What follows belongs to an exercise in optimizing a design on an open flow for small area; a production flow would make more cautious choices.
Only simulation tests tie the RTL to the original design; equivalence was not proved.
Power and IR drop assume default switching activity.

$ cat flow/flow/run.sh
#!/bin/bash
# The standard layout (standard.sh) with these changes:
#  - synthesis maps the logic with an area-only ABC script (flow/area.abc) instead of ORFS's
#    abc_area.script; everything else in synthesis, the registers included, is unchanged;
#  - ports are buffered with the smallest buffer (buf_1);
#  - the clock tree is built from clkbuf_4 without dummy loads.
# Logs: own_synth.log is not separate; make's whole output goes to standard.log and ORFS
# writes each step's log under orfs/logs/.
set -euo pipefail
HERE=$(pwd)
{
  printf '%s\n' 'proc abc {args} {'
  printf '%s\n' '  set i [lsearch -exact $args -script]'
  printf '%s\n' '  if {$i >= 0} { lset args [expr {$i + 1}] $::env(OWN_ABC_SCRIPT) }'
  printf '%s\n' '  yosys abc {*}$args'
  printf '%s\n' '}'
  cat synth_recipe.tcl
} > own_synth.tcl
sed -E "s#SYNTH_SCRIPT=[^ ]+#SYNTH_SCRIPT=$HERE/own_synth.tcl#" standard.sh > own_standard.sh
export OWN_ABC_SCRIPT="$HERE/flow/area.abc"
export BUFFER_PORTS_ARGS="-buffer_cell sky130_fd_sc_hd__buf_1"
export CTS_ARGS="-sink_clustering_enable -repair_clock_nets -dont_use_dummy_load -buf_list sky130_fd_sc_hd__clkbuf_4 -sink_clustering_size 10 -sink_clustering_max_diameter 35"
bash own_standard.sh > standard.log 2>&1
$ cat flow/flow/area.abc
strash
dc2
&get -n
&deepsyn -T 30
&put
dc2
dch -f
amap
topo
$ cat flow/standard.sh
#!/bin/bash
# synth_recipe.tcl (not shown) runs the flow's synth.tcl, then flattens the netlist and writes it again
# the make line also repeats each setting of config.mk as NAME=value (left out here)
make -C /OpenROAD-flow-scripts/flow DESIGN_CONFIG=/design/flow/config.mk WORK_HOME=/design/flow/orfs CLKGATE_MAP_FILE= SYNTH_SCRIPT=/design/flow/synth_recipe.tcl "${@:-finish}"
$ cat flow/config.mk
export PLATFORM = sky130hd
export DESIGN_NAME = ecg_r_peak_heart_rate
export DESIGN_NICKNAME = ecg_r_peak_heart_rate
export VERILOG_FILES = /design/flow/design.v
export SDC_FILE = /design/flow/constraint.sdc
export NUM_CORES = 4
export LEC_CHECK = 0
export ABC_AREA = 1
export CAP_MARGIN = 20
export CORE_MARGIN = 2
export CORE_UTILIZATION = 60
export SLEW_MARGIN = 20
$ cat flow/constraint.sdc
create_clock -name core_clock -period 10.0 [get_ports {clk}]
set_input_delay 2.0000 -clock core_clock [delete_from_list [all_inputs] [get_ports {clk}]]
set_output_delay 2.0000 -clock core_clock [all_outputs]
set_load 0.01 [all_outputs]
$ cat flow/design.v
package ecgr_pkg;
  localparam logic [15:0] ALPHA_RESET    = 16'd410;
  localparam logic [15:0] THRESH_RESET   = 16'd2300;
  localparam logic [15:0] REFR_RESET     = 16'd40;
  localparam logic [15:0] NUMER_RESET    = 16'd12000;
  localparam logic [7:0]  RATE_MIN_RESET = 8'd30;
  localparam logic [7:0]  RATE_MAX_RESET = 8'd220;
  localparam logic [2:0] M_INIT = 3'd0;   
  localparam logic [2:0] M_IDLE = 3'd1;
  localparam logic [2:0] M_CFG  = 3'd2;   
  localparam logic [2:0] M_FILT = 3'd3;   
  localparam logic [2:0] M_DIV  = 3'd4;   
  localparam logic [2:0] M_HUPD = 3'd5;   
  localparam logic [2:0] M_AVG  = 3'd6;   
endpackage
module ecgr_ring #(
  parameter int L = 16
) (
  input  logic clk,
  input  logic din,
  output logic q0
);
  logic [L-1:0] r;
  always_ff @(posedge clk) r <= {din, r[L-1:1]};
  assign q0 = r[0];
endmodule
module ecg_r_peak_heart_rate (
  input  logic        clk,
  input  logic        rst,
  input  logic        sample_valid,
  output logic        sample_stall,
  input  logic [11:0] adc_sample,
  output logic        result_valid,
  input  logic        result_stall,
  output logic [11:0] filtered_sample,
  output logic        peak_flag,
  output logic        rate_updated,
  output logic [7:0]  heart_rate,
  input  logic        cfg_valid,
  output logic        cfg_ready,
  input  logic [2:0]  cfg_index,
  input  logic [15:0] cfg_data
);
  logic [4:0] ph;
  logic [2:0] mode;
  logic [3:0] pc;
  logic       last;
  logic [3:0] j;
  assign last = (ph == 5'd31);
  assign j    = ph[3:0];
  always_ff @(posedge clk) begin
    if (rst) ph <= '0;
    else     ph <= ph + 1'b1;
  end
  logic is_init, is_cfg, is_filt, is_div, is_hupd, is_avg;
  assign is_init = (mode == ecgr_pkg::M_INIT);
  assign is_cfg  = (mode == ecgr_pkg::M_CFG);
  assign is_filt = (mode == ecgr_pkg::M_FILT);
  assign is_div  = (mode == ecgr_pkg::M_DIV);
  assign is_hupd = (mode == ecgr_pkg::M_HUPD);
  assign is_avg  = (mode == ecgr_pkg::M_AVG);
  logic f10, d0, d15;
  assign f10 = is_filt && (pc == 4'd10);
  assign d0  = is_div && (pc == 4'd0);
  assign d15 = is_div && (pc == 4'd15);
  logic m16, m8;
  assign m16 = cfg_data[j];
  assign m8  = cfg_data[j[2:0]];
  logic alpha_q, thresh_q, refr_q, numer_q, rmin_q, rmax_q;
  logic alpha_d, thresh_d, refr_d, numer_d, rmin_d, rmax_d;
  logic cfg_w;
  assign cfg_w = is_cfg;
  always_comb begin
    alpha_d  = alpha_q;
    thresh_d = thresh_q;
    refr_d   = refr_q;
    numer_d  = numer_q;
    rmin_d   = rmin_q;
    rmax_d   = rmax_q;
    if (is_init) begin
      alpha_d  = ecgr_pkg::ALPHA_RESET[j];
      thresh_d = ecgr_pkg::THRESH_RESET[j];
      refr_d   = ecgr_pkg::REFR_RESET[j];
      numer_d  = ecgr_pkg::NUMER_RESET[j];
      rmin_d   = ecgr_pkg::RATE_MIN_RESET[j[2:0]];
      rmax_d   = ecgr_pkg::RATE_MAX_RESET[j[2:0]];
    end else if (cfg_w) begin
      if (cfg_index == 3'd0) alpha_d  = m16;
      if (cfg_index == 3'd1) thresh_d = m16;
      if (cfg_index == 3'd2) refr_d   = m16;
      if (cfg_index == 3'd3) numer_d  = m16;
      if (cfg_index == 3'd4) rmin_d   = m8;
      if (cfg_index == 3'd5) rmax_d   = m8;
    end
  end
  ecgr_ring #(.L(16)) u_alpha  (.clk(clk), .din(alpha_d),  .q0(alpha_q));
  ecgr_ring #(.L(16)) u_thresh (.clk(clk), .din(thresh_d), .q0(thresh_q));
  ecgr_ring #(.L(16)) u_refr   (.clk(clk), .din(refr_d),   .q0(refr_q));
  ecgr_ring #(.L(16)) u_numer  (.clk(clk), .din(numer_d),  .q0(numer_q));
  ecgr_ring #(.L(8))  u_rmin   (.clk(clk), .din(rmin_d),   .q0(rmin_q));
  ecgr_ring #(.L(8))  u_rmax   (.clk(clk), .din(rmax_d),   .q0(rmax_q));
  logic       opbit, nextbit;
  logic [3:0] pcn, tgt;
  logic       tsel;
  assign pcn = pc + 1'b1;
  logic fd;
  assign fd   = is_filt || is_div;
  assign tsel = is_div || f10;
  assign tgt  = f10 ? 4'd15 : ((fd ? pcn : 4'd0) ^ {4{is_div}});
  always_ff @(posedge clk) begin
    if ((ph[4] || fd) && (j == tgt)) nextbit <= tsel ? numer_q : alpha_q;
    if (last) opbit <= nextbit;
  end
  logic [11:0] s_hi;        
  logic        s0;          
  logic        s_en;
  logic        s_in;
  logic        fwin;      
  logic        xbit;
  logic [15:0] xpad;
  assign s0   = ph[4] ? s_hi[0] : t[22];
  assign fwin = (ph >= 5'd6) && (ph <= 5'd27);
  assign xpad = {4'd0, adc_sample};
  assign xbit = ph[4] ? xpad[j] : 1'b0;
  logic [31:0] t;
  logic        t0;
  logic        t30_w, t30_d, t31_d, t21_w, t21_d;
  assign t0 = t[0];
  logic [31:0] g;
  logic        g0, g_d, g15_w;
  assign g0 = g[0];
  logic h0q, h1q, h2q, h3q;
  logic h0d, h1d, h2d, h3d;
  logic [7:0] p;
  logic up;                     
  logic seen;
  logic [2:0] fill;             
  logic pk, upd, rv;
  logic [7:0] held;
  logic fa, fb, fcin, fsum, fcout;
  always_comb begin
    fa   = (pc == 4'd0) ? s0 : t0;
    fb   = opbit ? xbit : s0;
    if (ph == 5'd28) begin
      fa = 1'b0;
      fb = 1'b0;
    end
    fcin  = (ph == 5'd6) ? 1'b0 : p[0];
    fsum  = fa ^ fb ^ fcin;
    fcout = (fa & fb) | (fa & fcin) | (fb & fcin);
  end
  logic snew, tbit;
  assign snew = opbit ? xbit : t0;
  assign tbit = ph[4] ? thresh_q : 1'b0;
  logic gcin, gapb, rb, geff;
  assign geff = pk ? (ph == 5'd0) : g0;
  assign gcin = (ph == 5'd0) ? 1'b1 : p[0];
  assign gapb = geff ^ gcin;
  assign rb   = ph[4] ? 1'b0 : refr_q;
  logic gr_n, nz_n, big_n, gt_n, lt_n, thr_n;
  always_comb begin
    gr_n  = (gapb ^ rb) ? gapb : ((ph == 5'd0) ? 1'b0 : p[1]);
    nz_n  = ((ph == 5'd0) ? 1'b0 : p[2]) | geff;
    big_n = ((ph == 5'd0) ? 1'b0 : p[3]) | (geff & ph[4]);
    gt_n  = (ph == 5'd6) ? 1'b0 : p[4];
    lt_n  = (ph == 5'd6) ? 1'b0 : p[5];
    thr_n = (ph == 5'd6) ? 1'b0 : p[6];
    if (snew != s0) begin
      gt_n = snew;
      lt_n = s0;
    end
    if (s0 != tbit) thr_n = s0;
  end
  logic bin, dbit, da, dsub, db, dcin, dsum, dcout, qin;
  logic rwin, qwin;
  assign rwin = (ph <= 5'd16);
  assign qwin = ph[4] && !ph[3];
  always_comb begin
    bin   = (ph == 5'd0) ? 1'b1 : p[1];
    dbit  = ph[4] ? 1'b0 : (g0 ^ bin);   
    da    = (ph == 5'd0) ? opbit : (d0 ? 1'b0 : p[2]);
    dsub  = d0 ? 1'b1 : p[4];
    db    = dbit ^ dsub;
    dcin  = (ph == 5'd0) ? dsub : p[0];
    dsum  = da ^ db ^ dcin;
    dcout = (da & db) | (da & dcin) | (db & dcin);
    qin   = (ph == 5'd16) ? (~dsum & ~p[3]) : (d0 ? 1'b0 : p[2]);
  end
  logic ge_n, le_n, hi_n, in_range;
  always_comb begin
    ge_n = (ph == 5'd16) ? 1'b1 : p[6];
    le_n = (ph == 5'd16) ? 1'b1 : p[7];
    if (qin != rmin_q) ge_n = qin;
    if (qin != rmax_q) le_n = rmax_q;
    hi_n = d0 ? 1'b0 : (p[5] | t0);
    in_range = ~p[5] & p[6] & p[7];
  end
  logic       colmask;
  logic [2:0] tot;
  logic [1:0] ccin;
  logic       sbit;
  assign colmask = ~j[3];
  assign ccin    = (j == 4'd0) ? 2'd0 : p[4:3];
  logic hm0, hm1, hm2, hm3, fs1, fc1, fc2;
  assign hm0 = h0q & colmask;
  assign hm1 = h1q & colmask;
  assign hm2 = h2q & colmask;
  assign hm3 = h3q & colmask;
  assign fs1    = hm0 ^ hm1 ^ hm2;
  assign fc1    = (hm0 & hm1) | (hm0 & hm2) | (hm1 & hm2);
  assign tot[0] = hm3 ^ fs1 ^ ccin[0];
  assign fc2    = (hm3 & fs1) | (hm3 & ccin[0]) | (fs1 & ccin[0]);
  assign tot[1] = fc1 ^ fc2 ^ ccin[1];
  assign tot[2] = (fc1 & fc2) | (fc1 & ccin[1]) | (fc2 & ccin[1]);
  assign sbit   = tot[0];
  logic [1:0] r3, r3_n;
  assign r3 = p[6:5];
  always_comb begin
    r3_n = (j == 4'd0) ? 2'd0 : r3;
    if (sbit) begin
      if (j[0]) r3_n = (r3_n == 2'd0) ? 2'd2 : (r3_n == 2'd1) ? 2'd0 : 2'd1;
      else      r3_n = (r3_n == 2'd2) ? 2'd0 : r3_n + 2'd1;
    end
  end
  logic rj, bbin, ybit, qpv, c3in, qj, bb_n, c3_n;
  always_comb begin
    rj   = (j == 4'd0) ? r3[0] : (j == 4'd1) ? r3[1] : 1'b0;
    bbin = (j == 4'd0) ? 1'b0 : p[0];
    ybit = sbit ^ rj ^ bbin;
    qpv  = (j == 4'd0) ? 1'b0 : p[1];
    c3in = (j == 4'd0) ? 1'b0 : p[2];
    qj   = ybit ^ qpv ^ c3in;
    bb_n = (~sbit & (rj | bbin)) | (rj & bbin);
    c3_n = (qj & qpv) | (qj & c3in) | (qpv & c3in);
  end
  logic held_en, held_in, win0, win1, win2;
  assign win0 = !j[3];
  assign win1 = !j[3] || (j[2:0] == 3'd0);
  assign win2 = !j[3] || (j[2:1] == 2'd0);
  always_comb begin
    held_en = 1'b0;
    held_in = 1'b0;
    if (is_init) begin
      held_en = ph[4] && win0;
    end else if (is_avg && ph[4]) begin
      held_in = sbit;
      if (fill[2] && fill[0]) begin          
        held_en = win0;
        held_in = qj;
      end else if (fill[2]) begin            
        held_en = win2;
      end else if (fill[1]) begin            
        held_en = win1;
      end else begin                         
        held_en = win0;
      end
    end
  end
  logic peak, div_go;
  assign peak   = gr_n & up & p[5] & p[6];
  assign div_go = peak & seen & nz_n;
  always_ff @(posedge clk) begin
    if (rst) begin
      mode <= ecgr_pkg::M_INIT;
      pc   <= '0;
    end else if (last) begin
      pc <= '0;
      unique case (mode)
        ecgr_pkg::M_INIT, ecgr_pkg::M_CFG: mode <= ecgr_pkg::M_IDLE;
        ecgr_pkg::M_IDLE: begin
          if (sample_valid && !rv) mode <= ecgr_pkg::M_FILT;
          else if (cfg_valid)      mode <= ecgr_pkg::M_CFG;
        end
        ecgr_pkg::M_FILT: begin
          if (pc != 4'd10) begin
            pc <= pcn;
          end else begin
            mode <= div_go ? ecgr_pkg::M_DIV : ecgr_pkg::M_IDLE;
          end
        end
        ecgr_pkg::M_DIV: begin
          if (pc != 4'd15) pc <= pcn;
          else mode <= in_range ? ecgr_pkg::M_HUPD : ecgr_pkg::M_IDLE;
        end
        ecgr_pkg::M_HUPD: mode <= ecgr_pkg::M_AVG;
        default: mode <= ecgr_pkg::M_IDLE;   
      endcase
    end
  end
  assign sample_stall = !(f10 && last);
  assign cfg_ready    = is_cfg && last;
  always_ff @(posedge clk) begin
    if (rst) begin
      up   <= 1'b0;
      seen <= 1'b0;
      fill <= '0;
      rv   <= 1'b0;
      pk   <= 1'b0;
    end else begin
      if (f10 && last) begin
        up <= p[4];
        pk <= peak;
        if (peak) seen <= 1'b1;
      end
      if (is_hupd && last) fill <= {fill[1], fill[0] | fill[2], ~fill[2]};
      if (last && ((f10 && !div_go) || (d15 && !in_range) || is_avg)) rv <= 1'b1;
      else if (!result_stall) rv <= 1'b0;
    end
  end
  assign result_valid = rv;
  always_ff @(posedge clk) begin
    if (f10 && last) upd <= 1'b0;
    if (d15 && last) upd <= in_range;
  end
  assign peak_flag    = pk;
  assign rate_updated = upd;
  always_ff @(posedge clk) begin
    if (is_filt && !f10) begin
      p[0] <= fcout;
    end else if (f10) begin
      p[0] <= geff & gcin;
      p[1] <= gr_n;
      p[2] <= nz_n;
      p[3] <= big_n;
      if (fwin) begin
        p[4] <= gt_n;
        p[5] <= lt_n;
        p[6] <= thr_n;
      end
    end else if (is_div) begin
      p[0] <= dcout;
      p[1] <= ~g0 & bin;
      p[2] <= ph[4] ? t0 : g[16];
      if (ph == 5'd16) p[4] <= ~dsum;
      if (ph == 5'd23) p[5] <= hi_n;
      if (qwin) begin
        p[6] <= ge_n;
        p[7] <= le_n;
      end
    end else if (is_avg) begin
      p[0]   <= bb_n;
      p[1]   <= qj;
      p[2]   <= c3_n;
      p[4:3] <= tot[2:1];
      if (!ph[4]) p[6:5] <= r3_n;
    end
  end
  always_comb begin
    s_en = 1'b0;
    s_in = s0;
    if (is_init) begin
      s_en = fwin && ph[4];
      s_in = (ph == 5'd27);
    end else if (is_filt) begin
      s_en = fwin && ph[4];
      s_in = (pc == 4'd10) ? snew : s0;
    end
  end
  always_ff @(posedge clk) begin
    if (s_en) s_hi <= {s_in, s_hi[11:1]};
  end
  assign filtered_sample = s_hi;
  always_ff @(posedge clk) begin
    if (held_en) held <= {held_in, held[7:1]};
  end
  assign heart_rate = held;
  always_comb begin
    t30_w = 1'b0;
    t30_d = fsum;
    t31_d = t0;
    if (is_filt && pc != 4'd10 && ph >= 5'd7 && ph <= 5'd28) t30_w = 1'b1;
    if (is_div && qwin) t31_d = qin;
    t21_w = (is_init || f10) && fwin && !ph[4];
    t21_d = is_init ? 1'b0 : snew;
  end
  always_ff @(posedge clk) begin
    t[20:0]  <= t[21:1];
    t[21]    <= t21_w ? t21_d : t[22];
    t[29:22] <= t[30:23];
    t[30]    <= t30_w ? t30_d : t[31];
    t[31]   <= t31_d;
  end
  always_comb begin
    g_d = g0;
    if (is_init)      g_d = 1'b0;
    else if (f10)     g_d = gapb;
  end
  assign g15_w = is_div && (ph <= 5'd15);
  always_ff @(posedge clk) begin
    g[14:0]  <= g[15:1];
    g[15]    <= g15_w ? dsum : g[16];
    g[31:16] <= {g_d, g[31:17]};
  end
  always_comb begin
    h0d = h0q;
    h1d = h1q;
    h2d = h2q;
    h3d = h3q;
    if (is_init) begin
      h0d = 1'b0;
      h1d = 1'b0;
      h2d = 1'b0;
      h3d = 1'b0;
    end else if (is_hupd && qwin) begin
      h0d = t0;
      h1d = h0q;
      h2d = h1q;
      h3d = h2q;
    end
  end
  ecgr_ring #(.L(8)) u_h0 (.clk(clk), .din(h0d), .q0(h0q));
  ecgr_ring #(.L(8)) u_h1 (.clk(clk), .din(h1d), .q0(h1q));
  ecgr_ring #(.L(8)) u_h2 (.clk(clk), .din(h2d), .q0(h2q));
  ecgr_ring #(.L(8)) u_h3 (.clk(clk), .din(h3d), .q0(h3q));
endmodule
==> notes.md, run 1 <==
* Endpoints failing hold at 0
* PortBufs at 60
* Root buffer cell: clkbuf_4
* CTS tree: done
* CP Capture Type: primary output
* Number of synthesized flops with an enable pin at 31
* Syn Inst Count at 588
* Clock Latency Late Sink at 0.60 ns
* Post-Route WL at 15200 µm
* Status: finished clean
* Syn. warnings at 3
* Area fraction of the dominant cell type after synthesis at 56.7%
* Antenna-violating nets left at 0
* Met1 usage at 34.7%
* Largest net degree at the start of global routing at 19
* Top post-synthesis cells by area: dfxtp_1 (57%), edfxtp_1 (14%), nor2_1 (3.8%), clkinv_1 (3.4%), ha_1 (2.9%)
* Synth cell types at 38
* Clock skew at 0.0825 ns
* Nets at 746
* Primary FF master, synth: dfxtp_1
* Core area at 11300 µm²
* Final worst-path cycle share at 57.8%
* Worst min path class: register to register
* Initial drt markers at 348
* Worst slew pin tran at 0.976 ns
* Top Usage Layer GRT: met2
* GRT met3 Usage at 4.81%
* Syn_nets at 646
* Wire per inst at 18.3 µm
* Final setup vio count at 0
* Row Count at 39
* Part of the Yosys area used for sequential elements at 70.2%
* Fill cells at 870
* Max cap viols at 0
* All-layer global routing usage at 25.0%
* Max Slew Vio Count at 0
* Initial antenna violation count at 0
* Reg clk slew, reported paths at 0.10 ns
* Share of cells above drive strength 1 at 5.54%
* Met2 usage at 38.9%
* CTS resizes at 0
* Number of global-route vias before repair at 4655
* Placed insts at 793
* Initial Util at 60.8%
* Yosys reg bits at 226
* Crit Path Class: register to primary output
* Vias at 4728
* Htree depth at 2
* Hpwl dp at 11000 µm
* Die Area at 12300 µm²
* RD Place Congestion at 0.964
* First-pass GRT wire length at 24200 µm
* Die Y at 111 µm
* Worst slew margin at 34.1%
* CP Max Fanout at 10
* Synthesis-to-finish area growth at 10.0%
* Final WS setup at 4.22 ns
* TritonCTS buffer count at 36
* Final min period at 5.78 ns
* Pre-CTS setup slack at 4.87 ns
* Ys async rst share at 0%
* CP Data Required Time at 8.00 ns
* CTS max path bufs at 3
* Antenna cell count at 0
* Pwr dens at 194 nW/µm²
* Io pins at 61
* RSZ-0062 raised after global routing: false
* Max Freq at 0.173 GHz
* Via density at 5.70
* Setup TNS at 0 ns
* Synthesized area at 6890 µm²
* Post-CTS Hold Fix Bufs at 0
* Hold WS at 0.293 ns
* Non-filler cells, final at 829
* Post-CTS Setup Inserts at 0
* Syn_area_per_cell at 11.7 µm²
* Final core occ at 66.9%
* Area leader, netlist: dfxtp_1
* First drt pass iteration count at 5
* Arr. time, crit path at 3.78 ns
* Max rail drop VDD at 0.000168 V
* Chip width at 111 µm
* DRC at 0
* Crit path launch type: register
* Lkg Pwr at 2.79 nW
* CTS sink count at 226
* Grt total ovfl at 0
## Yosys cell counts (7+ instances only)
library cell and number:
dfxtp_1 195, nor2_1 69, clkinv_1 63, nand2_1 34, edfxtp_1 31, o21ai_0 30, o22ai_1 24, a21oi_1 19
ha_1 16, nor3_1 16, nand3_1 11, a31oi_1 7, a32o_1 7, o32ai_1 7
## worst max-delay path: stages (launching register included)
cell	delay, ns
dfxtp_1	0.38
clkinv_1	0.18
nor3_1	0.73
clkinv_1	0.33
nor2_1	0.56
clkinv_1	0.43
nor2_1	0.24
clkinv_1	0.19
buf_1	0.18
## state kept, by name, indices dropped and copies added, names as in the netlist, 12 cells and up
register,flops
g,32
s_hi,12
t,32
u_alpha.r,16
u_numer.r,16
u_refr.r,16
u_thresh.r,16
## layout by cell type (no fill, tap or decap), types with 2 or more instances in the layout
master / count
nand2_1: 34
a2111oi_0: 4
clkinv_1: 63
and3_1: 5
ha_1: 16
a21o_1: 2
nor4_1: 5
a21oi_1: 19
or3_1: 4
a31oi_1: 7
fa_1: 6
nor3_1: 16
o221a_1: 2
nand3_1: 11
dfxtp_1: 195
clkbuf_4: 36
nor2_1: 69
a211oi_1: 2
o32ai_1: 7
o21ai_0: 30
edfxtp_1: 31
or2_0: 3
o221ai_1: 4
a22oi_1: 5
buf_4: 2
o22ai_1: 24
a311oi_1: 3
a32o_1: 7
buf_1: 60
nor2b_1: 3
## cell type report
type / count / area (µm²) / area share, %
clock buffer: 36 / 270 / 3.57
inverter: 63 / 236 / 3.12
multi-input combinational: 299 / 1810 / 24.0
sequential: 226 / 4830 / 63.8
tap: 143 / 179 / 2.36
timing repair buffer: 62 / 240 / 3.17
## cell families after synthesis
| logic type | count (synthesis) | synth area share, % |
|---|---|---|
| adder cells (fa/ha/maj) | 22 | 4.65 |
| flip-flops | 226 | 70.2 |
| buffers and inverters | 63 | 3.43 |
| AND/OR/NAND/NOR | 152 | 9.58 |
| AO/OA/AOI/OAI | 125 | 12.1 |
## per-layer routing
layer / up-vias / wire length (µm) / share of wire [%]
met5: - / 0 / 0
met4: 0 / 511 / 3.4
met3: 41 / 1170 / 7.7
met2: 225 / 6770 / 45
met1: 2206 / 6700 / 44
li1: 2256 / - / -
## final timing paths
kind,startpoint,end,slack (ns),cells after the start
hold / removal,g[29],g[28],0.29,0
setup / recovery,mode[1],sample_stall,4.22,8
setup reg to reg,ph[0],p[6],5.25,19
hold reg to reg,g[29],g[28],0.29,0
## metrics by stage
stage / power, mW / cell area (µm²)
finish: 1.47 / 7570
global route: 1.53 / 7570
CTS: 1.49 / 7570
detailed placement: 1.06 / 7300
global placement: 1.06 / 7300
floorplan: 1.03 / 6890
## where the power goes
| part | switching (mW) | internal (mW) |
|---|---|---|
| registers | 0.0166 | 0.959 |
| clock network | 0.263 | 0.166 |
| logic | 0.0422 | 0.0251 |
==> inputs of run 2 (changes only) <==
--- a/flow/flow/run.sh
+++ b/flow/flow/run.sh
@@ -19,5 +19,5 @@
 sed -E "s#SYNTH_SCRIPT=[^ ]+#SYNTH_SCRIPT=$HERE/own_synth.tcl#" standard.sh > own_standard.sh
 export OWN_ABC_SCRIPT="$HERE/flow/area.abc"
 export BUFFER_PORTS_ARGS="-buffer_cell sky130_fd_sc_hd__buf_1"
-export CTS_ARGS="-sink_clustering_enable -repair_clock_nets -dont_use_dummy_load -buf_list sky130_fd_sc_hd__clkbuf_4 -sink_clustering_size 10 -sink_clustering_max_diameter 35"
+export CTS_ARGS="-sink_clustering_enable -repair_clock_nets -dont_use_dummy_load -buf_list sky130_fd_sc_hd__clkbuf_4 -sink_clustering_size 9 -sink_clustering_max_diameter 45"
 bash own_standard.sh > standard.log 2>&1
==> run 2 against run 1 <==
  * Global-route usage fell by 0.15 points
  * Cell area down 0.69%
  * Count of clock-buffer cells in the layout shrank 7
  * Clock skew is 0.028 ns lower
  * Critical path depth did not move
  * Flip-flop and latch count unchanged
  * Register-to-register slack got worse by 0.05 ns
  * Largest cell class unchanged
  * Maximum frequency is 0.75% lower
  * Core utilization decreased by 0.46 points
==> notes.md, run 2 <==
* Status: finished clean (unchanged)
* Post-synthesis adder-cell area fraction at 4.65% (unchanged)
* Final worst-path cycle share at 58.3% (was 57.8%)
* Cell internal pwr at 1.12 mW (was 1.15 mW)
* CTS resizes at 0 (unchanged)
* Vias at 4679 (was 4728)
* Hold WS at 0.306 ns (was 0.293 ns)
* Syn_area_per_cell at 11.7 µm² (unchanged)
* Post-route cell area at 7520 µm² (was 7570 µm²)
* Syn. warnings at 3 (unchanged)
* Area leader, netlist: dfxtp_1 (unchanged)
* Crit Path Class: register to primary output (unchanged)
* Reg clk slew, reported paths at 0.11 ns (was 0.10 ns)
* Row Count at 39 (unchanged)
* Primary FF master, synth: dfxtp_1 (unchanged)
* Post-Synth XOR/XNOR Area at 0% (unchanged)
* All-layer global routing usage at 24.8% (was 25.0%)
* Core area at 11300 µm² (unchanged)
* Die Y at 111 µm (unchanged)
* Die Area at 12300 µm² (unchanged)
* Number of global-route vias before repair at 4561 (was 4655)
* RSZ-0062 raised after global routing: false (unchanged)
* Net Sw Frac at 22.1% (was 21.9%)
* Largest family of logic cells by synthesized area: compound AO/OA/AOI/OAI gates (unchanged)
* DRC at 0 (unchanged)
* Crit path launch type: register (unchanged)
* Grt total ovfl at 0 (unchanged)
* Comb pwr share at 4.7% (was 4.6%)
* Wire per inst at 18.4 µm (was 18.3 µm)
* Setup TNS at 0 ns (unchanged)
* Post-Route WL at 15100 µm (was 15200 µm)
* Post-synthesis simple-gate area fraction at 9.58% (unchanged)
* Final min period at 5.83 ns (was 5.78 ns)
* Commonest non-fill, non-tap cell in the layout: dfxtp_1 (unchanged)
* Net Switching at 0.317 mW (was 0.322 mW)
* Max Slew Vio Count at 0 (unchanged)
* CTS sink count at 226 (unchanged)
* Sequential power share at 68.0% (was 66.3%)
* Share of cells above drive strength 1 at 4.57% (was 5.54%)
* CP Data Required Time at 8.00 ns (about the same)
* Clock skew at 0.0545 ns (was 0.0825 ns)
* Initial antenna violation count at 0 (unchanged)
* Syn_nets at 646 (unchanged)
* Mux cell area share after synthesis at 0% (unchanged)
* R2r setup slk at 5.20 ns (was 5.25 ns)
* Clock power share at 27.3% (was 29.1%)
* RD Place Congestion at 0.964 (unchanged)
* Synthesized area at 6890 µm² (unchanged)
* Chip width at 111 µm (unchanged)
* First drt pass iteration count at 5 (unchanged)
* FF/Latch Area at 4830 µm² (unchanged)
* Pwr dens at 191 nW/µm² (was 194 nW/µm²)
* Synth Area in Compound Gates at 12.1% (unchanged)
* Largest regs: g: 32 flops, t: 32 flops (unchanged)
* Worst slew margin at 28.9% (was 34.1%)
* TritonCTS buffer count at 29 (was 36)
* Most frequent cells in the layout: dfxtp_1 (195), nor2_1 (69), clkinv_1 (63) (unchanged)
* Part of the Yosys area used for sequential elements at 70.2% (unchanged)
* Via density at 5.69 (was 5.70)
* Ys async rst share at 0% (unchanged)
* Area fraction of the dominant cell type after synthesis at 56.7% (unchanged)
* Nets at 739 (was 746)
* CTS max path bufs at 3 (unchanged)
* Htree depth at 1 (was 2)
* PortBufs at 60 (unchanged)
* CP Capture Type: primary output (unchanged)
* Area after DPL at 7300 µm² (unchanged)
* Syn Inst Count at 588 (unchanged)
* Worst min path class: register to register (unchanged)
* Post-CTS Setup Inserts at 0 (unchanged)
* Clock Latency Late Sink at 0.65 ns (was 0.60 ns)
* Fill cells at 878 (was 870)
* Endpoints failing hold at 0 (unchanged)
* Final setup vio count at 0 (unchanged)
* Largest net degree at the start of global routing at 19 (unchanged)
* Hpwl dp at 11000 µm (unchanged)
* Commonest cells in the synthesized netlist: dfxtp_1 (195), nor2_1 (69), clkinv_1 (63) (unchanged)
* Antenna cell count at 0 (unchanged)
* Post-CTS Hold Fix Bufs at 0 (unchanged)
* Arr. time, crit path at 3.83 ns (was 3.78 ns)
* Footprint of the multi-input gates at 1810 µm² (unchanged)
* Root buffer cell: clkbuf_4 (unchanged)
* Max rail drop VDD at 0.000176 V (was 0.000168 V)
* Worst slew pin tran at 1.05 ns (was 0.976 ns)
* Lkg Pwr at 2.76 nW (was 2.79 nW)
* Number of synthesized flops with an enable pin at 31 (unchanged)
* CP Max Fanout at 10 (unchanged)
* CTS tree: done (unchanged)
* Initial Util at 60.8% (unchanged)
* First-pass GRT wire length at 24000 µm (was 24200 µm)
* Synthesis-to-finish area growth at 9.25% (was 10.0%)
* Max cap viols at 0 (unchanged)
* Antenna-violating nets left at 0 (unchanged)
* Yosys reg bits at 226 (unchanged)
* Io pins at 61 (unchanged)
* Top post-synthesis cells by area: dfxtp_1 (57%), edfxtp_1 (14%), nor2_1 (3.8%), clkinv_1 (3.4%), ha_1 (2.9%) (unchanged)
* Initial drt markers at 362 (was 348)
* Count leader, synth: dfxtp_1 (unchanged)
* Synth cell types at 38 (unchanged)
* Max Freq at 0.172 GHz (was 0.173 GHz)
-- run 2: cell counts after synthesis --
Identical to the previous run, type by type.
-- run 2: cells by family after synthesis --
logic type	after synthesis
flip-flops	226
AND/OR/NAND/NOR	152
AO/OA/AOI/OAI	125
buffers and inverters	63
adder cells (fa/ha/maj)	22
-- run 2: critical path, cell delays in order, from the launching register on --
cell      delay, ns
dfxtp_1        0.40
clkinv_1       0.18
nor3_1         0.73
clkinv_1       0.32
nor2_1         0.54
clkinv_1       0.43
nor2_1         0.24
clkinv_1       0.19
buf_1          0.18
-- run 2: through the flow --
stage | setup slack (ns) | power, mW | utilization (%) | cells
3_5_place_dp | 4.87 | 1.06 | 64.5 | 793
5_1_grt | 3.79 | 1.49 | 66.4 | 822
2_1_floorplan | 5.78 | 1.03 | - | 588
4_1_cts | 4.19 | 1.45 | 66.4 | 822
6_report | 4.17 | 1.43 | 66.4 | 822
3_3_place_gp | 5.09 | 1.06 | 64.5 | 793
-- run 2: final timing paths --
path / cells past startpoint / startpoint / to
max reg2reg: 19 / ph[0] / p[6]
min: 0 / u_alpha.r[1] / u_alpha.r[0]
max: 8 / mode[1] / sample_stall
min reg2reg: 0 / u_alpha.r[1] / u_alpha.r[0]
-- run 2: area by class of cell --
| cell class | count | share of cell area, % |
|---|---|---|
| flip-flops and latches | 226 | 64.3 |
| multi-input cells | 299 | 24.1 |
| repair buffers | 62 | 3.19 |
| inverters | 63 | 3.14 |
| clock buffers | 29 | 2.89 |
| well taps | 143 | 2.38 |
-- run 2: power groups by stage --
| stage | clock (mW) | combinational [mW] | sequential, mW |
|---|---|---|---|
| 3_5_place_dp | 0 | 0.0657 | 0.996 |
| 6_report | 0.391 | 0.0674 | 0.975 |
| 3_3_place_gp | 0 | 0.0652 | 0.994 |
| 5_1_grt | 0.439 | 0.0751 | 0.980 |
| 2_1_floorplan | 0 | 0.0438 | 0.988 |
| 4_1_cts | 0.409 | 0.0662 | 0.976 |
-- run 2: per-layer routing --
metal / global-route usage (%) / wire, µm / vias to the layer above
met1: 35.0 / 6640 / 2177
met4: 9.22 / 529 / 0
met3: 4.37 / 1200 / 37
met2: 38.9 / 6730 / 225
met5: 0 / 0 / -
li1: - / - / 2240
==> inputs of run 3 (changes only) <==
--- a/flow/flow/run.sh
+++ b/flow/flow/run.sh
@@ -1,9 +1,10 @@
 #!/bin/bash
 # The standard layout (standard.sh) with these changes:
-#  - synthesis maps the logic with an area-only ABC script (flow/area.abc) instead of ORFS's
+#  - synthesis maps the logic with an area-oriented ABC script (flow/area.abc) instead of ORFS's
 #    abc_area.script; everything else in synthesis, the registers included, is unchanged;
 #  - ports are buffered with the smallest buffer (buf_1);
-#  - the clock tree is built from clkbuf_4 without dummy loads.
+#  - the clock tree is built from clkbuf_4 without dummy loads, at most 9 sinks per
+#    leaf buffer.
 # Logs: own_synth.log is not separate; make's whole output goes to standard.log and ORFS
 # writes each step's log under orfs/logs/.
 set -euo pipefail
==> run 3 against run 2 <==
  * Still clean on timing, DRC and antenna
  * Critical path depth stayed put
  * Via count stayed put
  * Count of clock-buffer cells in the layout stayed put
  * Flip-flop and latch count stayed put
  * Highest routed layer unchanged
==> notes.md, run 3 <==
* Synth cell types at 38 (unchanged)
* Most Frequent Cell on Critical Path: clkinv_1 (unchanged)
* Placed insts at 793 (unchanged)
* Die Area at 12300 µm² (unchanged)
* Syn_area_per_cell at 11.7 µm² (unchanged)
* Critical path capture point: sample_stall (unchanged)
* Synthesis-to-finish area growth at 9.25% (unchanged)
* Vias at 4679 (unchanged)
* Htree depth at 1 (unchanged)
* Post-CTS Setup Inserts at 0 (unchanged)
* Area leader, netlist: dfxtp_1 (unchanged)
* Post-Route WL at 15100 µm (unchanged)
* Part of the Yosys area used for sequential elements at 70.2% (unchanged)
* Area after DPL at 7300 µm² (unchanged)
* RSZ-0062 raised after global routing: false (unchanged)
* R2r setup slk at 5.20 ns (about the same)
* Max Slew Vio Count at 0 (unchanged)
* Top post-synthesis cells by area: dfxtp_1 (57%), edfxtp_1 (14%), nor2_1 (3.8%), clkinv_1 (3.4%), ha_1 (2.9%) (unchanged)
* Number of synthesized flops with an enable pin at 31 (unchanged)
* Clock power share at 27.3% (about the same)
* Commonest non-fill, non-tap cell in the layout: dfxtp_1 (unchanged)
* Final min period at 5.83 ns (unchanged)
* Largest net degree at the start of global routing at 19 (unchanged)
* Share of cells above drive strength 1 at 4.57% (unchanged)
* Max Freq at 0.172 GHz (unchanged)
* Pwr dens at 191 nW/µm² (unchanged)
* Lkg Pwr at 2.76 nW (unchanged)
* Most frequent cells in the layout: dfxtp_1 (195), nor2_1 (69), clkinv_1 (63) (unchanged)
* Clock Latency Late Sink at 0.65 ns (about the same)
* Post-CTS Hold Fix Bufs at 0 (unchanged)
* Crit path max-delay cell type: nor3_1 (unchanged)
* Critical Path Start: mode[1] (unchanged)
* Setup TNS at 0 ns (unchanged)
* Comb pwr share at 4.7% (about the same)
* Met1 usage at 35.0% (unchanged)
* Chip width at 111 µm (unchanged)
* Max rail drop VDD at 0.000176 V (unchanged)
* Via density at 5.69 (unchanged)
* Syn Inst Count at 588 (unchanged)
* Io pins at 61 (unchanged)
* Post-route cell area at 7520 µm² (unchanged)
* Clock skew at 0.0545 ns (unchanged)
* Cell internal pwr at 1.12 mW (unchanged)
* Ys async rst share at 0% (unchanged)
* Commonest cells in the synthesized netlist: dfxtp_1 (195), nor2_1 (69), clkinv_1 (63) (unchanged)
* CP Data Required Time at 8.00 ns (about the same)
* CTS resizes at 0 (unchanged)
* Sequential power share at 68.0% (about the same)
* Largest regs: g: 32 flops, t: 32 flops (unchanged)
* Root buffer cell: clkbuf_4 (unchanged)
* R2R Path End: p[6] (unchanged)
* Endpoints failing hold at 0 (unchanged)
* Final worst-path cycle share at 58.3% (unchanged)
* Row Count at 39 (unchanged)
* DRC at 0 (unchanged)
* TritonCTS buffer count at 29 (unchanged)
* Grt total ovfl at 0 (unchanged)
* Reg2reg start: ph[0] (unchanged)
* CP Max Fanout at 10 (unchanged)
* Number of global-route vias before repair at 4561 (unchanged)
* Primary FF master, synth: dfxtp_1 (unchanged)
* Top Usage Layer GRT: met2 (unchanged)
* Status: finished clean (unchanged)
* RD Place Congestion at 0.964 (unchanged)
* Initial drt markers at 362 (unchanged)
* Die Y at 111 µm (unchanged)
* Non-filler cells, final at 822 (unchanged)
* R2R depth at 19 (unchanged)
* Syn. warnings at 3 (unchanged)
* Net Switching at 0.317 mW (unchanged)
* Initial Util at 60.8% (unchanged)
* Met2 usage at 38.9% (unchanged)
* Reg clk slew, reported paths at 0.11 ns (about the same)
* CTS tree: done (unchanged)
* Core area at 11300 µm² (unchanged)
* Worst min path class: register to register (unchanged)
* Hpwl dp at 11000 µm (unchanged)
* All-layer global routing usage at 24.8% (unchanged)
* First-pass GRT wire length at 24000 µm (unchanged)
* CP Capture Type: primary output (unchanged)
* Crit Path Class: register to primary output (unchanged)
* First drt pass iteration count at 5 (unchanged)
* Initial antenna violation count at 0 (unchanged)
* Synthesized area at 6890 µm² (unchanged)
* Max cap viols at 0 (unchanged)
* Syn_nets at 646 (unchanged)
* Antenna cell count at 0 (unchanged)
* Yosys reg bits at 226 (unchanged)
* Area fraction of the dominant cell type after synthesis at 56.7% (unchanged)
* Wire per inst at 18.4 µm (unchanged)
* PortBufs at 60 (unchanged)
* Worst slew margin at 28.9% (unchanged)
* CTS sink count at 226 (unchanged)
* CTS max path bufs at 3 (unchanged)
* Final setup vio count at 0 (unchanged)
* Count leader, synth: dfxtp_1 (unchanged)
* Arr. time, crit path at 3.83 ns (about the same)
* Slowest stage delay, CP at 0.73 ns (about the same)
* Fill cells at 878 (unchanged)
* Worst slew pin tran at 1.05 ns (unchanged)
* Worst path cell trace: clkinv_1 -> nor3_1 -> clkinv_1 -> nor2_1 -> clkinv_1 -> nor2_1 -> clkinv_1 -> buf_1 (unchanged)
* Nets at 739 (unchanged)
* Crit path launch type: register (unchanged)
* Net Sw Frac at 22.1% (unchanged)
* GRT met3 Usage at 4.37% (unchanged)
* Antenna-violating nets left at 0 (unchanged)
==> run 3: cell counts in the layout (fill, tap and decap cells not counted) <==
No cell type changed its count.
==> run 3: routing by layer <==
metal  share of wire [%]  vias to the layer above  wire length, µm
met5                   0                        -                0
met3                 8.0                       37             1200
met4                 3.5                        0              529
met1                  44                     2177             6640
li1                    -                     2240                -
met2                  45                      225             6730
==> run 3: kinds of logic (layout without fill, tap and decap cells) <==
logic type               Yosys count  count (layout)  share of synthesized area [%]
adder cells (fa/ha/maj)           22              22                           4.65
AO/OA/AOI/OAI                    125             125                           12.1
AND/OR/NAND/NOR                  152             152                           9.58
flip-flops                       226             226                           70.2
buffers and inverters             63             154                           3.43
==> run 3: worst min path at each step <==
stage / endpoint / slack (ns) / start / cells past startpoint
CTS: u_alpha.r[0] / 0.32 / u_alpha.r[1] / 0
finish: u_alpha.r[0] / 0.31 / u_alpha.r[1] / 0
global route: u_alpha.r[0] / 0.32 / u_alpha.r[1] / 0
floorplan: g[0] / 0.31 / g[1] / 0
global placement: u_rmin.r[1] / 0.31 / u_rmin.r[2] / 0
detailed placement: t[18] / 0.31 / t[19] / 0
==> run 3: area by class of cell <==
type	count	area, µm²	share of cell area [%]
clock buffer	29	218	2.89
inverter	63	236	3.14
multi-input combinational	299	1810	24.1
sequential	226	4830	64.3
tap	143	179	2.38
timing repair buffer	62	240	3.19
==> run 3: power groups by stage <==
stage | Sequential (mW) | Combinational [mW] | Clock, mW
floorplan | 0.988 | 0.0438 | 0
global placement | 0.994 | 0.0652 | 0
detailed placement | 0.996 | 0.0657 | 0
CTS | 0.976 | 0.0662 | 0.409
global route | 0.980 | 0.0751 | 0.439
finish | 0.975 | 0.0674 | 0.391
==> run 3: critical path, delay by kind of cell (launching register included) <==
kind | cells | cell delay [ns]
buffers and inverters | 5 | 1.30
DFF | 1 | 0.40
and+or+nand+nor | 3 | 1.51
==> run 3: stage by stage <==
step | power (mW) | hold WS [ns] | util [%] | setup WS (ns)
after floorplan | 1.03 | 0.310 | - | 5.78
after global placement | 1.06 | 0.310 | 64.5 | 5.09
after detailed placement | 1.06 | 0.312 | 64.5 | 4.87
after CTS | 1.45 | 0.316 | 66.4 | 4.19
after global routing | 1.49 | 0.318 | 66.4 | 3.79
final | 1.43 | 0.306 | 66.4 | 4.17
==> inputs of run 4 (changes only) <==
--- a/flow/design.v
+++ b/flow/design.v
@@ -302,7 +302,7 @@
         pk <= peak;
         if (peak) seen <= 1'b1;
       end
-      if (is_hupd && last) fill <= {fill[1], fill[0] | fill[2], ~fill[2]};
+      if (is_hupd && last) fill <= {fill[1], fill[0] | fill[2], ~fill[1] | ~fill[2]} & {3{~(fill[2] & ~fill[0])}} | {fill[2] & ~fill[0], fill[2] & ~fill[0], 1'b0};
       if (last && ((f10 && !div_go) || (d15 && !in_range) || is_avg)) rv <= 1'b1;
       else if (!result_stall) rv <= 1'b0;
     end
==> flow/flow/run.sh (replaced) <==
#!/bin/bash
# The standard layout (standard.sh) with these changes:
#  - synthesis maps the logic with an area-only ABC script (flow/area.abc) instead of ORFS's
#    abc_area.script; everything else in synthesis, the registers included, is unchanged;
#  - ports are buffered with the smallest buffer (buf_1);
#  - the clock tree is built from clkbuf_4 without dummy loads.
# Logs: own_synth.log is not separate; make's whole output goes to standard.log and ORFS
# writes each step's log under orfs/logs/.
set -euo pipefail
HERE=$(pwd)
{
  printf '%s\n' 'proc abc {args} {'
  printf '%s\n' '  set i [lsearch -exact $args -script]'
  printf '%s\n' '  if {$i >= 0} { lset args [expr {$i + 1}] $::env(OWN_ABC_SCRIPT) }'
  printf '%s\n' '  yosys abc {*}$args'
  printf '%s\n' '}'
  cat synth_recipe.tcl
} > own_synth.tcl
sed -E "s#SYNTH_SCRIPT=[^ ]+#SYNTH_SCRIPT=$HERE/own_synth.tcl#" standard.sh > own_standard.sh
export OWN_ABC_SCRIPT="$HERE/flow/area.abc"
export BUFFER_PORTS_ARGS="-buffer_cell sky130_fd_sc_hd__buf_1"
export CTS_ARGS="-sink_clustering_enable -repair_clock_nets -dont_use_dummy_load -buf_list sky130_fd_sc_hd__clkbuf_4 -sink_clustering_size 10 -sink_clustering_max_diameter 50"
bash own_standard.sh > standard.log 2>&1
==> flow/flow/area.abc (replaced) <==
strash
dc2
dch -f
amap
topo
==> run 4 against run 3 <==
  * Still clean on timing, DRC and antenna
  * First-iteration DRC count up 0.55%
  * Core utilization up 0.39 points
  * Die area up 1.5%
  * Worst setup slack better by 0.44 ns
  * Area after synthesis up 1.6%
  * Cell count up 3.6%
  * Critical path type unchanged
  * Largest power group unchanged
==> notes.md, run 4 <==
* Yosys reg bits at 226 (unchanged)
* Worst slew pin tran at 1.01 ns (was 1.05 ns)
* Ys async rst share at 0% (unchanged)
* Reg clk slew, reported paths at 0.11 ns (about the same)
* Commonest cells in the synthesized netlist: dfxtp_1 (195), nor2_1 (86), clkinv_1 (68) (was dfxtp_1 (195), nor2_1 (69), clkinv_1 (63))
* Grt total ovfl at 0 (unchanged)
* Worst path cell trace: clkinv_1 -> nor3_1 -> ha_1 -> clkinv_1 -> nor2_1 -> buf_1 (was clkinv_1 -> nor3_1 -> clkinv_1 -> nor2_1 -> clkinv_1 -> nor2_1 -> clkinv_1 -> buf_1)
* Max Freq at 0.186 GHz (was 0.172 GHz)
* Via density at 5.64 (was 5.69)
* PortBufs at 60 (unchanged)
* Clock skew at 0.0522 ns (was 0.0545 ns)
* Final min period at 5.39 ns (was 5.83 ns)
* Area fraction of the dominant cell type after synthesis at 55.8% (was 56.7%)
* Commonest non-fill, non-tap cell in the layout: dfxtp_1 (unchanged)
* Hpwl dp at 10900 µm (was 11000 µm)
* Crit path max-delay cell type: dfxtp_1 (was nor3_1)
* CP Max Fanout at 15 (was 10)
* Chip width at 112 µm (was 111 µm)
* Met1 usage at 35.2% (was 35.0%)
* TritonCTS buffer count at 27 (was 29)
* Synthesis-to-finish area growth at 9.11% (was 9.25%)
* Setup TNS at 0 ns (unchanged)
* Primary FF master, synth: dfxtp_1 (unchanged)
* First-pass GRT wire length at 24300 µm (was 24000 µm)
* Clock Latency Late Sink at 0.63 ns (was 0.65 ns)
* Sum of buffers and inverters on the critical path at 3 (was 5)
* Number of global-route vias before repair at 4671 (was 4561)
* CTS resizes at 0 (unchanged)
* Area after DPL at 7430 µm² (was 7300 µm²)
* Status: finished clean (unchanged)
* Endpoints failing hold at 0 (unchanged)
* Syn_nets at 676 (was 646)
* Largest regs: g: 32 flops, t: 32 flops (unchanged)
* Worst min path class: register to register (unchanged)
* Syn. warnings at 3 (unchanged)
* Area leader, netlist: dfxtp_1 (unchanged)
* CTS sink count at 226 (unchanged)
* Htree depth at 1 (unchanged)
* All-layer global routing usage at 24.6% (was 24.8%)
* Largest net degree at the start of global routing at 20 (was 19)
* Synthesized area at 6990 µm² (was 6890 µm²)
* Arr. time, crit path at 3.39 ns (was 3.83 ns)
* Post-CTS Setup Inserts at 0 (unchanged)
* Synth cell types at 38 (unchanged)
* Initial drt markers at 364 (was 362)
* Core area at 11400 µm² (was 11300 µm²)
* CP Capture Type: primary output (unchanged)
* Initial Util at 61.3% (was 60.8%)
* Max Slew Vio Count at 0 (unchanged)
* Share of cells above drive strength 1 at 4.38% (was 4.57%)
* Number of synthesized flops with an enable pin at 31 (unchanged)
* Initial antenna violation count at 1 (was 0)
* RSZ-0062 raised after global routing: false (unchanged)
* RD Place Congestion at 0.881 (was 0.964)
* Die Area at 12500 µm² (was 12300 µm²)
* CP top delay family: buffers and inverters (was simple AND/OR/NAND/NOR gates)
* Most Frequent Cell on Critical Path: clkinv_1 (unchanged)
* CTS max path bufs at 3 (unchanged)
* Die Y at 112 µm (was 111 µm)
* Most frequent cells in the layout: dfxtp_1 (195), nor2_1 (86), clkinv_1 (68) (was dfxtp_1 (195), nor2_1 (69), clkinv_1 (63))
* First drt pass iteration count at 5 (unchanged)
* Pwr dens at 187 nW/µm² (was 191 nW/µm²)
* CP Data Required Time at 8.00 ns (about the same)
* Lkg Pwr at 2.79 nW (was 2.76 nW)
* Worst slew margin at 32.9% (was 28.9%)
* DRC at 0 (unchanged)
* Final setup vio count at 0 (unchanged)
* Post-CTS Hold Fix Bufs at 0 (unchanged)
* Nets at 768 (was 739)
* Root buffer cell: clkbuf_4 (unchanged)
* CTS tree: done (unchanged)
* Post-Route WL at 15000 µm (was 15100 µm)
* Syn_area_per_cell at 11.3 µm² (was 11.7 µm²)
* Antenna-violating nets left at 0 (unchanged)
* Io pins at 61 (unchanged)
* Max cap viols at 0 (unchanged)
* GRT met3 Usage at 5.82% (was 4.37%)
* Syn Inst Count at 618 (was 588)
* Met2 usage at 37.1% (was 38.9%)
* Max rail drop VDD at 0.000186 V (was 0.000176 V)
* Vias at 4802 (was 4679)
* Top post-synthesis cells by area: dfxtp_1 (56%), edfxtp_1 (13%), nor2_1 (4.6%), clkinv_1 (3.6%), ha_1 (2.9%) (was dfxtp_1 (57%), edfxtp_1 (14%), nor2_1 (3.8%), clkinv_1 (3.4%), ha_1 (2.9%))
* Top Usage Layer GRT: met2 (unchanged)
* Final worst-path cycle share at 53.9% (was 58.3%)
* Part of the Yosys area used for sequential elements at 69.1% (was 70.2%)
* Wire per inst at 17.6 µm (was 18.4 µm)
* Row Count at 39 (unchanged)
* Overall power at 1.43 mW (about the same)
* Slowest stage delay, CP at 0.69 ns (was 0.73 ns)
* Crit path launch type: register (unchanged)
* Post-route cell area at 7630 µm² (was 7520 µm²)
* Count leader, synth: dfxtp_1 (unchanged)
* Crit Path Class: register to primary output (unchanged)
run 4: path summary, 6_finish.rpt:
path                                  start          end  slack, ns  cells after the start
worst min-delay path            u_rmin.r[5]  u_rmin.r[4]       0.29                      0
worst max register to register        ph[0]         p[6]       4.87                     20
worst max-delay path                  ph[3]    cfg_ready       4.61                      6
worst min register to register  u_rmin.r[5]  u_rmin.r[4]       0.29                      0
run 4: per-layer routing:
layer / vias up / routed length, µm
li1: 2332 / -
met5: - / 0
met1: 2253 / 6850
met3: 36 / 1080
met4: 0 / 465
met2: 181 / 6610
run 4: layout make-up:
cell class | count | area, µm²
multi-input cells | 324 | 1910
diodes | 1 | 2.50
clock buffers | 27 | 203
fillers | 895 | 3790
repair buffers | 63 | 248
well taps | 143 | 179
inverters | 68 | 255
flip-flops and latches | 226 | 4830
run 4: stage by stage:
| step | cells | hold slack, ns | worst slack, ns | utilization [%] |
|---|---|---|---|---|
| 2_1_floorplan | 618 | 0.310 | 5.63 | - |
| 3_3_place_gp | 824 | 0.310 | 5.13 | 65.0 |
| 3_5_place_dp | 824 | 0.312 | 4.94 | 65.0 |
| 4_1_cts | 851 | 0.289 | 4.70 | 66.8 |
| 5_1_grt | 852 | 0.282 | 4.34 | 66.8 |
| 6_report | 852 | 0.288 | 4.61 | 66.8 |
run 4: where the power goes:
group          total, mW  switching (mW)  internal, mW
registers          0.985          0.0180         0.967
logic             0.0682          0.0431        0.0252
clock network      0.374           0.250         0.124
total               1.43           0.311          1.12
run 4: logic make-up (layout without fill, tap and decap cells):
kind of cell,after synthesis,in the layout,share of synthesized area (%)
flip-flops,226,226,69.1
AND/OR/NAND/NOR,168,168,10.1
AO/OA/AOI/OAI,134,134,12.6
buffers and inverters,68,158,3.65
adder cells (fa/ha/maj),22,22,4.58
other,0,1,0

-- port drivers added, routing unchanged --
How much do the figures lean on ideal ports? The routed layouts below were timed once more, with nothing changed but the port constraints.
Step 1, drivers: a clkbuf_16 drives clk and a buf_2 each remaining input, both assumed.
Step 2 times the ports against the registers' clock, not the clock port: input delays grow and output delays shrink by t, the midpoint of the rising clock arrivals with the driver on.
a / b / c = ideal ports / drivers / drivers and shift; a / b = the first two.
run | shift t [ns] | slack for setup (ns) | hold slack, ns | worst register clock-pin slew, ns
run 1 | 0.589 | 4.217 / 4.184 / 4.772 | 0.293 / 0.293 / 0.293 | 0.11 / 0.11
run 2 | 0.655 | 4.173 / 4.140 / 4.795 | 0.306 / 0.306 / 0.306 | 0.11 / 0.11
run 3 | 0.655 | 4.173 / 4.140 / 4.795 | 0.306 / 0.306 / 0.306 | 0.11 / 0.11
run 4 | 0.641 | 4.611 / 4.575 / 4.869 | 0.288 / 0.288 / 0.288 | 0.11 / 0.11
After both steps setup and hold are still met in every run listed.
